Background: an optimization exercise with open tools, aiming at small area, a short achievable clock period and few clock cycles per item. Do not read the settings as production practice. The RTL was checked by simulation tests, not by an equivalence proof against the original design. Power figures rest on the tool's default switching activity, not on a simulated workload.

== run P ==
## fixed_block_pool_allocator
module fixed_block_pool_allocator #(
   parameter int MAX_BLOCKS = fbpa_pkg::MAX_BLOCKS_DEFAULT
) (
   input  logic                           clock,
   input  logic                           reset,
   input  logic                           req_valid,
   output logic                           req_stall,
   input  logic [fbpa_pkg::OP_W-1:0]      req_op,
   input  logic [fbpa_pkg::ADDR_W-1:0]    req_release_address,
   output logic                           rsp_valid,
   input  logic                           rsp_stall,
   output logic [fbpa_pkg::STAT_W-1:0]    rsp_status,
   output logic [fbpa_pkg::ADDR_W-1:0]    rsp_block_address,
   output logic [fbpa_pkg::COUNT_W-1:0]   rsp_blocks_free,
   input  logic                           csr_write_enable,
   input  logic [fbpa_pkg::CSR_W-1:0]     csr_index,
   input  logic [fbpa_pkg::DATA_W-1:0]    csr_write_data
);
   localparam int AW      = fbpa_pkg::ADDR_W;
   localparam int SW      = fbpa_pkg::SIZE_W;
   localparam int IW      = fbpa_pkg::IDX_W;
   localparam int CW      = fbpa_pkg::COUNT_W;
   localparam int OW      = fbpa_pkg::OP_W;
   localparam int TW      = fbpa_pkg::STAT_W;
   localparam int WW      = SW + IW;
   localparam int DSTAGES = IW / 2;
   logic [AW-1:0] cfg_base_ff;
   logic [SW-1:0] cfg_size_ff;
   logic [CW-1:0] cfg_count_ff;
   always_ff @(posedge clock) begin
      if (reset) begin
         cfg_base_ff  <= fbpa_pkg::POOL_BASE_RESET;
         cfg_size_ff  <= fbpa_pkg::BLOCK_SIZE_RESET;
         cfg_count_ff <= fbpa_pkg::BLOCK_COUNT_RESET;
      end else if (csr_write_enable) begin
         case (csr_index)
            fbpa_pkg::CSR_POOL_BASE:   cfg_base_ff  <= csr_write_data;
            fbpa_pkg::CSR_BLOCK_SIZE:  cfg_size_ff  <= csr_write_data[SW-1:0];
            fbpa_pkg::CSR_BLOCK_COUNT: cfg_count_ff <= csr_write_data[CW-1:0];
            default: ;
         endcase
      end
   end
  ...
Settings: LEC_CHECK=0, ABC_CLOCK_PERIOD_IN_PS=2000, CAP_MARGIN=20, CORE_MARGIN=2, CORE_UTILIZATION=40, CTS_BUF_LIST=sky130_fd_sc_hd__clkbuf_16, CTS_CLUSTER_DIAMETER=100, CTS_CLUSTER_SIZE=24, SETUP_SLACK_MARGIN=3.5, SLEW_MARGIN=20; clock period 7.0 ns.
run.sh (not shown) runs the stock make flow with config.mk's settings and CLKGATE_MAP_FILE= SYNTH_SCRIPT=/design/flow/synth_recipe.tcl, a recipe that flattens the netlist after the stock synthesis.
Testbench counts of run P, summed over its fixed seeds: cycles 8,111, items 7,759.
Here is what was changed in the inputs of run C compared with run P.
--- a/flow/design.v
+++ b/flow/design.v
@@ -263,28 +263,40 @@
          end
          if (adv) begin
             dv_op_ff[g*OW +: OW] <= op_in;
             dv_bad_ff[g]         <= bad_in;
             dv_w_ff[g*WW +: WW]  <= w_out;
          end
       end
    end
+   logic          vl_v_ff;
+   logic [OW-1:0] vl_op_ff;
+   logic          vl_bad_ff;
+   logic [IW-1:0] vl_q_ff;
+   logic [WW-1:0] dv_last;
+   assign dv_last = dv_w_ff[(DSTAGES-1)*WW +: WW];
+   always_ff @(posedge clock) begin
+      if (reset) begin
+         vl_v_ff <= 1'b0;
+      end else if (adv) begin
+         vl_v_ff <= dv_v_ff[DSTAGES-1];
+      end
+      if (adv) begin
+         vl_op_ff  <= dv_op_ff[(DSTAGES-1)*OW +: OW];
+         vl_bad_ff <= dv_bad_ff[DSTAGES-1] || (|dv_last[WW-1:IW]) ||
+                      ({1'b0, dv_last[IW-1:0]} >= count_ff);
+         vl_q_ff   <= dv_last[IW-1:0];
+      end
+   end
    logic          cm_v;
    logic [OW-1:0] cm_op;
-   logic [IW-1:0] cm_q;
-   logic          cm_bad;       
-   logic [WW-1:0] dv_last;
    logic [CW-1:0] create_count;
-   assign dv_last      = dv_w_ff[(DSTAGES-1)*WW +: WW];
-   assign cm_v         = dv_v_ff[DSTAGES-1];
-   assign cm_op        = dv_op_ff[(DSTAGES-1)*OW +: OW];
-   assign cm_q         = dv_last[IW-1:0];
-   assign cm_bad       = dv_bad_ff[DSTAGES-1] || (|dv_last[WW-1:IW]) ||
-                         ({1'b0, cm_q} >= count_ff);
+   assign cm_v         = vl_v_ff;
+   assign cm_op        = vl_op_ff;
    assign create_count = cfg_count_ff[CW-1] ? CW'(MAX_BLOCKS) : cfg_count_ff;
    logic          ready_in;
    logic          pool_in;      
    logic [CW-1:0] free_in;
    logic          fresh_v_in;
    logic [IW-1:0] fresh_ix_in;
    logic [15:0]   head_hi_in;
    logic [15:0]   head_lo_in;
@@ -346,34 +358,34 @@
                fresh_v_in  = fresh_ix_ff != '0;
             end else begin
                fromram_in = 1'b1;
             end
          end
       end else begin
          if (free_ff >= count_ff) begin
             st_in = fbpa_pkg::ST_FULL;
-         end else if (cm_bad) begin
+         end else if (vl_bad_ff) begin
             st_in = fbpa_pkg::ST_BADADDR;
          end else begin
             wr_in   = 1'b1;
             tail_in = tail_ff + IW'(1);
             free_in = free_ff + CW'(1);
          end
       end
    end
-   assign front_busy = p1_v_ff || (|dv_v_ff);
+   assign front_busy = p1_v_ff || (|dv_v_ff) || vl_v_ff;
    assign early_pool = acc && req_op == fbpa_pkg::OP_CREATE && !front_busy &&
                        !ready_ff && create_count != '0 && cfg_size_ff != '0;
    always_comb begin
       cblk_in = cblk_ff;
       if (adv) begin
          if (acc && req_op == fbpa_pkg::OP_CREATE && front_busy) begin
             cblk_in = 1'b1;
-         end else if (cm_v && blk_clr && !p1_v_ff && !(|dv_v_ff[DSTAGES-2:0])) begin
+         end else if (cm_v && blk_clr && !p1_v_ff && !(|dv_v_ff)) begin
             cblk_in = 1'b0;
          end
       end
    end
    logic [15:0]   wr_hi;
    logic [15:0]   wr_lo;
    logic [IW-1:0] ring_rd_data;
    always_comb begin
@@ -385,17 +397,17 @@
    fbpa_ram #(
       .WIDTH (IW),
       .DEPTH (fbpa_pkg::MAX_BLOCKS_DEFAULT),
       .GROUP (16)
    ) u_queue (
       .clock   (clock),
       .wr_hi   (wr_hi),
       .wr_lo   (wr_lo),
-      .wr_data (cm_q),
+      .wr_data (vl_q_ff),
       .rd_hi   (head_hi_ff),
       .rd_lo   (head_lo_ff),
       .rd_data (ring_rd_data)
    );
    logic          cm_v_ff;
    logic [TW-1:0] cm_st_ff;
    logic [CW-1:0] cm_free_ff;
    logic          cm_take_ff;
### Flow results
- Run C vs run P on area overhead of the layout relative to synthesis: run C is the higher one.
- Compared with run P, run C shows a higher setup fix buffers added after clock tree synthesis.
- Reported leakage power in run C is 1.4 nW above run P.
- Compared with run P, in run C filler cell count in the final layout fell 247; register bit count reported by yosys rose 12; combinational fraction of design power fell 1.5 points.
- For run C, the highest metal layer used by the detailed router was met5, unlike run P, where it was met4.
- What run C reported for number of non-clock buffers has to be multiplied by 0.76 to get the figure for run P.
Testbench counts of run C, summed over its fixed seeds: cycles 8,143, items 7,759.

-- port drivers added, routing unchanged --
How much do the figures lean on ideal ports? The routed layouts below were timed once more, with nothing changed but the port constraints.
Step 1: set_driving_cell puts a clkbuf_16 on clock and a buf_2 on each other input, an assumption about the parent block.
Step 2 moves the port delays by t, midway between the first and last clock arrival at a register: inputs arrive t later, outputs are due t later. That takes back most of the time a late clock gives input paths.
a / b / c = no drivers / after step 1 / after step 2; a / b = the first two.
run	shift t [ns]	setup slack, ns	pins driven straight from the clock port
run P	0.919	3.244 / 3.244 / 2.720	1
run C	0.922	3.437 / 3.437 / 2.733	1
After both steps every run listed still meets setup and hold. For run C, which loses most, drivers alone change the setup slack by 0.000 ns; drivers and shift together by -0.704 ns.
